Source: an optimization exercise on an open RTL-to-GDS flow (aim: small area, a short achievable clock period and few clock cycles). Production flows keep margins and buffers that such runs may drop. Where RTL was checked, it was by simulation tests only, not by an equivalence proof against the original. Power and IR drop assume default switching activity.

==> flow/design.v <==
`timescale 1ns/100ps
module exec_unit
(
	input  logic [16-1:0] a,
	input  logic [16-1:0] b,
	input  logic [16-1:0] imm,
	input  logic                   sub,
	input  logic                   bimm,
	input  logic                   arith,
	input  logic                   gsel,
	input  logic                   psel,
	output logic [16-1:0] result
);
	localparam int DW = 16;
	logic [DW-1:0] opb;
	logic [DW-1:0] sum;
	logic [DW:0]   sum_c;
	assign opb = bimm ? imm : (b ^ {DW{sub}});
	assign sum_c = {a, 1'b1} + {opb, sub};
	assign sum   = sum_c[DW:1];
	assign result = ({DW{arith}} & sum)
	              | ({DW{gsel}}  & (a & b))
	              | ({DW{psel}}  & (a ^ b));
endmodule
`timescale 1ns/100ps
module ooo_core
(
	input  logic                   clk,
	input  logic                   rst_n,
	input  logic                   issue,
	input  logic [3:0]             op,
	input  logic [$clog2(8)-1:0]  rs1,
	input  logic [$clog2(8)-1:0]  rs2,
	input  logic [$clog2(8)-1:0]  rd,
	input  logic [16-1:0] imm,
	output logic                   dispatch_stall,
	output logic                   commit_valid,
	output logic [$clog2(8)-1:0]  commit_rd,
	output logic [16-1:0] commit_data
);
	localparam int NR = 8;
	localparam int RW = $clog2(8);
	localparam int DW = 16;
	logic [DW-1:0]          regs [NR];
	logic [NR-1:0]          written;
	logic                   ex_valid;
	logic [RW-1:0]          ex_rd;
	logic [NR-1:0]          ex_sel1;    
	logic [RW-1:0]          ex_rs1;     
	logic [DW-1:0]          ex_b;       
	logic                   ex_sub;     
	logic                   ex_bimm;    
	logic                   ex_arith;   
	logic                   ex_gsel;    
	logic                   ex_psel;    
	logic [NR-1:0]          we;         
	logic [NR-1:0]          wr_next;    
	logic                   use_rs1;
	logic                   use_imm;
	logic [NR-1:0]          hit1;
	logic [NR-1:0]          hit2;
	logic [DW-1:0]          src_a;
	logic [DW-1:0]          src_b;
	logic [DW-1:0]          ex_result;
	assign dispatch_stall = 1'b0;
	always_comb
	begin
		for (int k = 0; k < NR; k++)
			we[k] = ex_valid & (ex_rd == RW'(k));
		wr_next = written | we;
		use_rs1 = ~(op[2] & op[1]);             
		use_imm = op[2] & (op[1] | op[0]);      
		for (int k = 0; k < NR; k++)
		begin
			hit1[k] = (rs1 == RW'(k)) & use_rs1;
			hit2[k] = (rs2 == RW'(k));
		end
	end
	always_ff @(posedge clk)
	begin
		ex_valid <= rst_n & issue;
		ex_rd    <= rd;
		ex_sel1  <= hit1;
		ex_rs1   <= use_rs1 ? rs1 : '0;
		ex_b[DW-1:NR+RW]  <= imm[DW-1:NR+RW];
		ex_b[NR+RW-1:0]   <= use_imm ? imm[NR+RW-1:0] : {rs2, hit2};
		ex_sub   <= (op == 4'd1);
		ex_bimm  <= use_imm;
		ex_arith <= (op == 4'd0) | (op == 4'd1) | (op == 4'd5) | (op == 4'd6);
		ex_gsel  <= (op == 4'd2) | (op == 4'd3);
		ex_psel  <= (op == 4'd4) | (op == 4'd3);
	end
	always_comb
	begin
		src_a = '0;
		src_b = '0;
		for (int k = 0; k < NR; k++)
		begin
			src_a = src_a | ({DW{ex_sel1[k]}} & regs[k]);
			src_b = src_b | ({DW{ex_b[k]}} & regs[k]);
		end
	end
	exec_unit u_exec
	(
		.a      (src_a),
		.b      (src_b),
		.imm    (ex_b),
		.sub    (ex_sub),
		.bimm   (ex_bimm),
		.arith  (ex_arith),
		.gsel   (ex_gsel),
		.psel   (ex_psel),
		.result (ex_result)
	);
	always_ff @(posedge clk)
	begin
		if (!rst_n)
			written <= '0;
		else
			written <= wr_next;
	end
	always_ff @(posedge clk)
	begin
		for (int k = 0; k < NR; k++)
		begin
			if (!rst_n)
				regs[k] <= DW'(k);
			else if (we[k])
				regs[k] <= ex_result;
		end
	end
	always_ff @(posedge clk)
	begin
		commit_valid <= rst_n & ex_valid;
		commit_rd    <= ex_rd;
		commit_data  <= ex_result;
	end
endmodule
clock: 14.0 ns
lec_check: 0
cap_margin: 20
core_margin: 2
core_utilization: 70
place_density: 0.8
slew_margin: 20
standard.sh (not shown) runs the stock make flow with config.mk's settings and CLKGATE_MAP_FILE= SYNTH_SCRIPT=/design/flow/synth_recipe.tcl, a recipe that flattens the netlist after the stock synthesis.
==> flow/flow/run.sh <==
#!/bin/bash
# The standard layout (standard.sh runs the standard flow's own ORFS make), with the
# resizer asked to repair setup timing to a margin beyond the clock period,
# so that it sizes the critical paths, and the ports buffered with a small
# buffer that the resizer upsizes where timing needs it.
set -euo pipefail
bash standard.sh SETUP_SLACK_MARGIN=10.3 'BUFFER_PORTS_ARGS=-buffer_cell sky130_fd_sc_hd__buf_1' 'CTS_ARGS=-sink_clustering_enable -repair_clock_nets -dont_use_dummy_load -root_buf sky130_fd_sc_hd__clkbuf_16 -buf_list sky130_fd_sc_hd__clkbuf_8 -sink_clustering_size 12 -sink_clustering_max_diameter 50' finish > orfs_make.log 2>&1
The first run completed without violations.
Next try:
--- a/flow/design.v
+++ b/flow/design.v
@@ -40,52 +40,39 @@
 );
 	localparam int NR = 8;
 	localparam int RW = $clog2(8);
 	localparam int DW = 16;
 	logic [DW-1:0]          regs [NR];
-	logic [NR-1:0]          written;
 	logic                   ex_valid;
 	logic [RW-1:0]          ex_rd;
 	logic [NR-1:0]          ex_sel1;    
-	logic [RW-1:0]          ex_rs1;     
 	logic [DW-1:0]          ex_b;       
 	logic                   ex_sub;     
 	logic                   ex_bimm;    
 	logic                   ex_arith;   
 	logic                   ex_gsel;    
 	logic                   ex_psel;    
-	logic [NR-1:0]          we;         
-	logic [NR-1:0]          wr_next;    
 	logic                   use_rs1;
 	logic                   use_imm;
-	logic [NR-1:0]          hit1;
-	logic [NR-1:0]          hit2;
 	logic [DW-1:0]          src_a;
 	logic [DW-1:0]          src_b;
 	logic [DW-1:0]          ex_result;
+	logic [NR-1:0]          reg_en;
+	logic [DW-1:0]          wdata_0;    
+	logic [DW-1:0]          wdata_1;    
 	assign dispatch_stall = 1'b0;
-	always_comb
-	begin
-		for (int k = 0; k < NR; k++)
-			we[k] = ex_valid & (ex_rd == RW'(k));
-		wr_next = written | we;
-		use_rs1 = ~(op[2] & op[1]);             
-		use_imm = op[2] & (op[1] | op[0]);      
-		for (int k = 0; k < NR; k++)
-		begin
-			hit1[k] = (rs1 == RW'(k)) & use_rs1;
-			hit2[k] = (rs2 == RW'(k));
-		end
-	end
+	assign use_rs1 = ~(op[2] & op[1]);             
+	assign use_imm = op[2] & (op[1] | op[0]);      
 	always_ff @(posedge clk)
 	begin
 		ex_valid <= rst_n & issue;
 		ex_rd    <= rd;
-		ex_sel1  <= hit1;
-		ex_rs1   <= use_rs1 ? rs1 : '0;
-		ex_b[DW-1:NR+RW]  <= imm[DW-1:NR+RW];
-		ex_b[NR+RW-1:0]   <= use_imm ? imm[NR+RW-1:0] : {rs2, hit2};
+		for (int k = 0; k < NR; k++)
+			ex_sel1[k] <= (rs1 == RW'(k)) & use_rs1;
+		ex_b[DW-1:NR] <= imm[DW-1:NR];
+		for (int k = 0; k < NR; k++)
+			ex_b[k] <= use_imm ? imm[k] : (rs2 == RW'(k));
 		ex_sub   <= (op == 4'd1);
 		ex_bimm  <= use_imm;
 		ex_arith <= (op == 4'd0) | (op == 4'd1) | (op == 4'd5) | (op == 4'd6);
 		ex_gsel  <= (op == 4'd2) | (op == 4'd3);
 		ex_psel  <= (op == 4'd4) | (op == 4'd3);
@@ -110,25 +97,20 @@
 		.arith  (ex_arith),
 		.gsel   (ex_gsel),
 		.psel   (ex_psel),
 		.result (ex_result)
 	);
-	always_ff @(posedge clk)
-	begin
-		if (!rst_n)
-			written <= '0;
-		else
-			written <= wr_next;
-	end
+	assign wdata_0 = ex_result & {DW{rst_n}};
+	assign wdata_1 = ex_result | {DW{~rst_n}};
 	always_ff @(posedge clk)
 	begin
 		for (int k = 0; k < NR; k++)
 		begin
-			if (!rst_n)
-				regs[k] <= DW'(k);
-			else if (we[k])
-				regs[k] <= ex_result;
+			reg_en[k] = ~rst_n | (ex_valid & (ex_rd == RW'(k)));
+			if (reg_en[k])
+				for (int i = 0; i < DW; i++)
+					regs[k][i] <= ((k >> i) & 1) ? wdata_1[i] : wdata_0[i];
 		end
 	end
 	always_ff @(posedge clk)
 	begin
 		commit_valid <= rst_n & ex_valid;
=> The new run passed the timing, design-rule and antenna checks; non-clock buffer count shrinks by 25; area after synthesis shrinks by 4.4%; via count shrinks by 24%; first-iteration DRC count grows by 2.4%; core utilization grows by 1.9 points; design area shrinks by 2.6%; clock skew stays flat.
No functional check of the RTL was part of any run of this note.

* * *

ooo_core, a different RTL version from the one above (not shown whole).
For scale: ~180 flip-flops, about 53 I/O pins, ~0.0081 sq mm of cells after synthesis.
==> module ooo_core, before the edit <==
module ooo_core
(
	input  logic                   clk,
	input  logic                   rst_n,
	input  logic                   issue,
	input  logic [3:0]             op,
	input  logic [$clog2(8)-1:0]  rs1,
	input  logic [$clog2(8)-1:0]  rs2,
	input  logic [$clog2(8)-1:0]  rd,
	input  logic [16-1:0] imm,
	output logic                   dispatch_stall,
	output logic                   commit_valid,
	output logic [$clog2(8)-1:0]  commit_rd,
	output logic [16-1:0] commit_data
);
	localparam int NR = 8;
	localparam int RW = $clog2(8);
	localparam int DW = 16;
	logic [DW-1:0]          regs [NR];
	logic                   ex_valid;
	logic [RW-1:0]          ex_rd;
	logic [NR-1:0]          ex_sel1;    
	logic [DW-1:0]          ex_b;       
	logic                   ex_sub;     
	logic                   ex_bimm;    
	logic                   ex_arith;   
	logic                   ex_gsel;    
	logic                   ex_psel;    
	logic                   use_rs1;
	logic                   use_imm;
	logic [DW-1:0]          src_a;
	logic [DW-1:0]          src_b;
	logic [DW-1:0]          ex_result;
	logic                   rst_regs;
	logic [NR-1:0]          reg_en;
	logic [DW-1:0]          wdata_0;    
	logic [DW-1:0]          wdata_1;    
	assign dispatch_stall = 1'b0;
	assign use_rs1 = ~(op[2] & op[1]);             
	assign use_imm = op[2] & (op[1] | op[0]);      
	always_ff @(posedge clk)
	begin
		ex_valid <= rst_n & issue;
		ex_rd    <= rd;
		for (int k = 0; k < NR; k++)
			ex_sel1[k] <= (rs1 == RW'(k)) & use_rs1;
		ex_b[DW-1:NR] <= imm[DW-1:NR];
		for (int k = 0; k < NR; k++)
			ex_b[k] <= use_imm ? imm[k] : (rs2 == RW'(k));
		ex_sub   <= (op == 4'd1);
		ex_bimm  <= use_imm;
		ex_arith <= (op == 4'd0) | (op == 4'd1) | (op == 4'd5) | (op == 4'd6);
		ex_gsel  <= (op == 4'd2) | (op == 4'd3);
		ex_psel  <= (op == 4'd4) | (op == 4'd3);
	end
	always_comb
	begin
		src_a = '0;
		src_b = '0;
		for (int k = 0; k < NR; k++)
		begin
			src_a = src_a | ({DW{ex_sel1[k]}} & regs[k]);
			src_b = src_b | ({DW{ex_b[k]}} & regs[k]);
		end
	end
	exec_unit u_exec
	(
		.a      (src_a),
		.b      (src_b),
		.imm    (ex_b),
		.sub    (ex_sub),
		.bimm   (ex_bimm),
		.arith  (ex_arith),
		.gsel   (ex_gsel),
		.psel   (ex_psel),
		.result (ex_result)
	);
	assign wdata_0 = ex_result & {DW{~rst_regs}};
	assign wdata_1 = ex_result | {DW{rst_regs}};
	always_ff @(posedge clk)
		rst_regs <= ~rst_n;
	always_ff @(posedge clk)
	begin
		for (int k = 0; k < NR; k++)
		begin
			reg_en[k] = rst_regs | (ex_valid & (ex_rd == RW'(k)));
			if (reg_en[k])
				for (int i = 0; i < DW; i++)
					regs[k][i] <= ((k >> i) & 1) ? wdata_1[i] : wdata_0[i];
		end
	end
	always_ff @(posedge clk)
	begin
		commit_valid <= rst_n & ex_valid;
		commit_rd    <= ex_rd;
		commit_data  <= ex_result;
	end
endmodule
==> flow/config.mk <==
export PLATFORM = sky130hd
export DESIGN_NAME = ooo_core
export DESIGN_NICKNAME = ooo_core
export VERILOG_FILES = /design/flow/design.v
export SDC_FILE = /design/flow/constraint.sdc
export NUM_CORES = 4
export LEC_CHECK = 0
export CAP_MARGIN = 20
export CORE_MARGIN = 2
export CORE_UTILIZATION = 70
export PLACE_DENSITY = 0.8
export SLEW_MARGIN = 20
==> flow/constraint.sdc <==
create_clock -name core_clock -period 14.0 [get_ports {clk}]
set_input_delay 2.8000 -clock core_clock [delete_from_list [all_inputs] [get_ports {clk}]]
set_output_delay 2.8000 -clock core_clock [all_outputs]
set_load 0.01 [all_outputs]
Scripts as last shown in full above: flow/flow/run.sh
Next try:
--- a/flow/design.v
+++ b/flow/design.v
@@ -54,11 +54,10 @@
 	logic                   use_rs1;
 	logic                   use_imm;
 	logic [DW-1:0]          src_a;
 	logic [DW-1:0]          src_b;
 	logic [DW-1:0]          ex_result;
-	logic                   rst_regs;
 	logic [NR-1:0]          reg_en;
 	logic [DW-1:0]          wdata_0;    
 	logic [DW-1:0]          wdata_1;    
 	assign dispatch_stall = 1'b0;
 	assign use_rs1 = ~(op[2] & op[1]);             
@@ -98,19 +97,17 @@
 		.arith  (ex_arith),
 		.gsel   (ex_gsel),
 		.psel   (ex_psel),
 		.result (ex_result)
 	);
-	assign wdata_0 = ex_result & {DW{~rst_regs}};
-	assign wdata_1 = ex_result | {DW{rst_regs}};
-	always_ff @(posedge clk)
-		rst_regs <= ~rst_n;
+	assign wdata_0 = ex_result & {DW{rst_n}};
+	assign wdata_1 = ex_result | {DW{~rst_n}};
 	always_ff @(posedge clk)
 	begin
 		for (int k = 0; k < NR; k++)
 		begin
-			reg_en[k] = rst_regs | (ex_valid & (ex_rd == RW'(k)));
+			reg_en[k] = ~rst_n | (ex_valid & (ex_rd == RW'(k)));
 			if (reg_en[k])
 				for (int i = 0; i < DW; i++)
 					regs[k][i] <= ((k >> i) & 1) ? wdata_1[i] : wdata_0[i];
 		end
 	end
What happened:
- final area stays the same
- cell count does not change
- worst hold slack degrades by 0.057 ns
- maximum frequency barely changes
- synthesized area drops slightly
- via count shrinks slightly
- routed wire length is lower by a few percent
- clock power hardly moves
- core utilization rises by 0.33 points
- power is about the same
- flip-flop and latch count went down by 1
Testbench counts after the change, summed over its fixed seeds: cycles 24,016.
The RTL of the first run of this note was laid out without a check of its function.

* * *

## rev 12
Another version of the RTL of ooo_core (not shown whole).
Size: ~650 cells after synthesis, ~53 I/O pins, roughly 0.0080 mm2 of cells after synthesis.
==> module exec_unit, before the edit <==
module exec_unit
(
	input  logic [16-1:0] a,
	input  logic [16-1:0] b,
	input  logic [16-1:0] imm,
	input  logic                   sub,
	input  logic                   bimm,
	input  logic                   arith,
	input  logic                   gsel,
	input  logic                   psel,
	output logic [16-1:0] result
);
	localparam int DW = 16;
	logic [DW-1:0] opb;
	logic [DW-1:0] sum;
	logic [DW:0]   sum_c;
	assign opb = bimm ? imm : (b ^ {DW{sub}});
	assign sum_c = {a, 1'b1} + {opb, sub};
	assign sum   = sum_c[DW:1];
	assign result = ({DW{arith}} & sum)
	              | ({DW{gsel}}  & (a & opb))
	              | ({DW{psel}}  & (a ^ opb));
endmodule
==> module ooo_core, before the edit <==
module ooo_core
(
	input  logic                   clk,
	input  logic                   rst_n,
	input  logic                   issue,
	input  logic [3:0]             op,
	input  logic [$clog2(8)-1:0]  rs1,
	input  logic [$clog2(8)-1:0]  rs2,
	input  logic [$clog2(8)-1:0]  rd,
	input  logic [16-1:0] imm,
	output logic                   dispatch_stall,
	output logic                   commit_valid,
	output logic [$clog2(8)-1:0]  commit_rd,
	output logic [16-1:0] commit_data
);
	localparam int NR = 8;
	localparam int RW = $clog2(8);
	localparam int DW = 16;
	logic [DW-1:0]          regs [NR];
	logic                   ex_valid;
	logic [RW-1:0]          ex_rd;
	logic [NR-1:0]          ex_sel1;    
	logic [DW-1:0]          ex_b;       
	logic                   ex_sub;     
	logic                   ex_bimm;    
	logic                   ex_arith;   
	logic                   ex_gsel;    
	logic                   ex_psel;    
	logic                   use_rs1;
	logic                   use_imm;
	logic [DW-1:0]          src_a;
	logic [DW-1:0]          src_b;
	logic [DW-1:0]          ex_result;
	logic                   rst_regs;
	logic [NR-1:0]          reg_en;
	logic [DW-1:0]          wdata_0;    
	logic [DW-1:0]          wdata_1;    
	assign dispatch_stall = 1'b0;
	assign use_rs1 = ~(op[2] & op[1]);             
	assign use_imm = op[2] & (op[1] | op[0]);      
	always_ff @(posedge clk)
	begin
		ex_valid <= rst_n & issue;
		ex_rd    <= rd;
		for (int k = 0; k < NR; k++)
			ex_sel1[k] <= (rs1 == RW'(k)) & use_rs1;
		ex_b[DW-1:NR] <= imm[DW-1:NR];
		for (int k = 0; k < NR; k++)
			ex_b[k] <= use_imm ? imm[k] : (rs2 == RW'(k));
		ex_sub   <= (op == 4'd1);
		ex_bimm  <= use_imm;
		ex_arith <= rst_n & ((op == 4'd0) | (op == 4'd1) | (op == 4'd5) | (op == 4'd6));
		ex_gsel  <= rst_n & ((op == 4'd2) | (op == 4'd3));
		ex_psel  <= rst_n & ((op == 4'd4) | (op == 4'd3));
	end
	always_comb
	begin
		src_a = '0;
		src_b = '0;
		for (int k = 0; k < NR; k++)
		begin
			src_a = src_a | ({DW{ex_sel1[k]}} & regs[k]);
			src_b = src_b | ({DW{ex_b[k]}} & regs[k]);
		end
	end
	exec_unit u_exec
	(
		.a      (src_a),
		.b      (src_b),
		.imm    (ex_b),
		.sub    (ex_sub),
		.bimm   (ex_bimm),
		.arith  (ex_arith),
		.gsel   (ex_gsel),
		.psel   (ex_psel),
		.result (ex_result)
	);
	assign wdata_0 = ex_result;
	assign wdata_1 = ex_result | {DW{rst_regs}};
	always_ff @(posedge clk)
		rst_regs <= ~rst_n;
	always_ff @(posedge clk)
	begin
		for (int k = 0; k < NR; k++)
		begin
			reg_en[k] = rst_regs | (ex_valid & (ex_rd == RW'(k)));
			if (reg_en[k])
				for (int i = 0; i < DW; i++)
					regs[k][i] <= ((k >> i) & 1) ? wdata_1[i] : wdata_0[i];
		end
	end
	always_ff @(posedge clk)
	begin
		commit_valid <= rst_n & ex_valid;
		commit_rd    <= ex_rd;
		commit_data  <= ex_result;
	end
endmodule
==> flow/config.mk <==
export PLATFORM = sky130hd
export DESIGN_NAME = ooo_core
export DESIGN_NICKNAME = ooo_core
export VERILOG_FILES = /design/flow/design.v
export SDC_FILE = /design/flow/constraint.sdc
export NUM_CORES = 4
export LEC_CHECK = 0
export CAP_MARGIN = 20
export CORE_MARGIN = 2
export CORE_UTILIZATION = 70
export PLACE_DENSITY = 0.8
export SLEW_MARGIN = 20
==> flow/constraint.sdc <==
create_clock -name core_clock -period 14.0 [get_ports {clk}]
set_input_delay 2.8000 -clock core_clock [delete_from_list [all_inputs] [get_ports {clk}]]
set_output_delay 2.8000 -clock core_clock [all_outputs]
set_load 0.01 [all_outputs]
Scripts as last shown in full above: flow/flow/run.sh
Testbench counts of rev 12, summed over its fixed seeds: cycles 24,016.
The inputs of rev 13 differ from those of rev 12 as listed below.
-- flow/design.v --
<<< rev 12, line 4
	input  logic [16-1:0] a,
	input  logic [16-1:0] b,
	input  logic [16-1:0] imm,
	input  logic                   sub,
	input  logic                   bimm,
	input  logic                   arith,
	input  logic                   gsel,
>>> rev 13, line 4
	input  logic [16-1:0] a,
	input  logic [16-1:0] b,
	input  logic                   sub,
	input  logic                   arith,
	input  logic                   gsel,
<<< rev 12, line 16
	logic [DW-1:0] sum;
	logic [DW:0]   sum_c;
	assign opb = bimm ? imm : (b ^ {DW{sub}});
	assign sum_c = {a, 1'b1} + {opb, sub};
	assign sum   = sum_c[DW:1];
>>> rev 13, line 14
	logic [DW-1:0] sum;
	logic [DW:0]   sum_c;
	assign opb = b ^ {DW{sub}};
	assign sum_c = {a, 1'b1} + {opb, sub};
	assign sum   = sum_c[DW:1];
<<< rev 12, line 57
	logic [DW-1:0]          src_b;
	logic [DW-1:0]          ex_result;
	logic                   rst_regs;
	logic [NR-1:0]          reg_en;
	logic [DW-1:0]          wdata_0;    
>>> rev 13, line 55
	logic [DW-1:0]          src_b;
	logic [DW-1:0]          ex_result;
	logic [NR-1:0]          reg_en;
	logic [DW-1:0]          wdata_0;    
<<< rev 12, line 75
		ex_sub   <= (op == 4'd1);
		ex_bimm  <= use_imm;
		ex_arith <= rst_n & ((op == 4'd0) | (op == 4'd1) | (op == 4'd5) | (op == 4'd6));
		ex_gsel  <= rst_n & ((op == 4'd2) | (op == 4'd3));
		ex_psel  <= rst_n & ((op == 4'd4) | (op == 4'd3));
	end
	always_comb
	begin
		src_a = '0;
		src_b = '0;
		for (int k = 0; k < NR; k++)
		begin
			src_a = src_a | ({DW{ex_sel1[k]}} & regs[k]);
			src_b = src_b | ({DW{ex_b[k]}} & regs[k]);
		end
	end
>>> rev 13, line 72
		ex_sub   <= (op == 4'd1);
		ex_bimm  <= use_imm;
		ex_arith <= (op == 4'd0) | (op == 4'd1) | (op == 4'd5) | (op == 4'd6);
		ex_gsel  <= (op == 4'd2) | (op == 4'd3);
		ex_psel  <= (op == 4'd4) | (op == 4'd3);
	end
	always_comb
	begin
		src_a = '0;
		src_b = {DW{ex_bimm}} & ex_b;
		for (int k = 0; k < NR; k++)
		begin
			src_a = src_a | ({DW{ex_sel1[k]}} & regs[k]);
			src_b = src_b | ({DW{ex_b[k] & ~ex_bimm}} & regs[k]);
		end
	end
<<< rev 12, line 93
		.a      (src_a),
		.b      (src_b),
		.imm    (ex_b),
		.sub    (ex_sub),
		.bimm   (ex_bimm),
		.arith  (ex_arith),
		.gsel   (ex_gsel),
>>> rev 13, line 90
		.a      (src_a),
		.b      (src_b),
		.sub    (ex_sub),
		.arith  (ex_arith),
		.gsel   (ex_gsel),
<<< rev 12, line 101
		.result (ex_result)
	);
	assign wdata_0 = ex_result;
	assign wdata_1 = ex_result | {DW{rst_regs}};
	always_ff @(posedge clk)
		rst_regs <= ~rst_n;
	always_ff @(posedge clk)
	begin
		for (int k = 0; k < NR; k++)
		begin
			reg_en[k] = rst_regs | (ex_valid & (ex_rd == RW'(k)));
			if (reg_en[k])
				for (int i = 0; i < DW; i++)
>>> rev 13, line 96
		.result (ex_result)
	);
	assign wdata_0 = ex_result & {DW{rst_n}};
	assign wdata_1 = ex_result | {DW{~rst_n}};
	always_ff @(posedge clk)
	begin
		for (int k = 0; k < NR; k++)
		begin
			reg_en[k] = ~rst_n | (ex_valid & (ex_rd == RW'(k)));
			if (reg_en[k])
				for (int i = 0; i < DW; i++)
Min relative contribution of combinational cells to total power across rev 13 and rev 12: rev 12
Area overhead of the layout relative to synthesis ended up 4.8 points higher on rev 13 than on rev 12.
Between rev 13 and rev 12, the difference in clock latency reported for the late side of the worst-skew pair is negligible.
Run comparison: rev 13 start point of the critical path rst_n; rev 12 start point of the critical path commit_data[12]
Taking rev 12 as the reference, in rev 13 fraction of final layout cells with drive strength greater than 1 now larger, proportion of power drawn by flip-flops and latches now smaller, summed instance area of the synthesized netlist now larger, xor and xnor area share after synthesis now larger, worst path buffer plus inverter count now larger.
Rev 13 ends up with a sum of met3 wire segment lengths after detailed routing that is about 4.7% higher than in rev 12.
Share of the clock period used by the worst path: rev 13 vs rev 12 up 0.41 points
Die size: rev 13 exceeds rev 12
Cmp rev 13 vs rev 12: power higher in rev 13
The RTL of rev 13 was laid out without a check of its function.

afterwards: timing with drivers on the ports:
How much do the figures lean on ideal ports? The routed layouts below were timed once more, with nothing changed but the port constraints. Step 1: set_driving_cell puts a clkbuf_16 on clk and a buf_2 on each other input, an assumption about the parent block. Step 2 times the ports against the registers' clock, not the clock port: input delays grow and output delays shrink by t, the midpoint of the rising clock arrivals with the driver on. a / b / c = ideal ports / drivers / drivers and shift; a / b = the first two.
| run | t (ns) | setup WS [ns] | hold slack, ns | worst register clock-pin slew, ns | cell pins on the clock port's net |
|---|---|---|---|---|---|
| the first run of note 1 | 0.420 | 10.328 / 10.287 / 9.999 | 0.472 / 0.472 / 0.472 | 0.09 / 0.09 | 1 |
| the second run of note 1 | 0.410 | 10.331 / 10.307 / 9.940 | 0.371 / 0.371 / 0.371 | 0.09 / 0.09 | 1 |
| the first run of note 2 | 0.410 | 10.296 / 10.296 / 10.097 | 0.423 / 0.423 / 0.423 | 0.09 / 0.09 | 1 |
| the second run of note 2 | 0.418 | 10.287 / 10.281 / 9.965 | 0.366 / 0.366 / 0.366 | 0.10 / 0.10 | 1 |
| rev 12 | 0.421 | 10.342 / 10.299 / 10.004 | 0.418 / 0.418 / 0.418 | 0.10 / 0.10 | 1 |
| rev 13 | 0.410 | 10.285 / 10.295 / 9.893 | 0.369 / 0.369 / 0.369 | 0.08 / 0.08 | 1 |
After both steps setup and hold are still met in every run listed. For rev 13, which loses most, drivers alone change the setup slack by +0.010 ns; drivers and shift together by -0.392 ns.
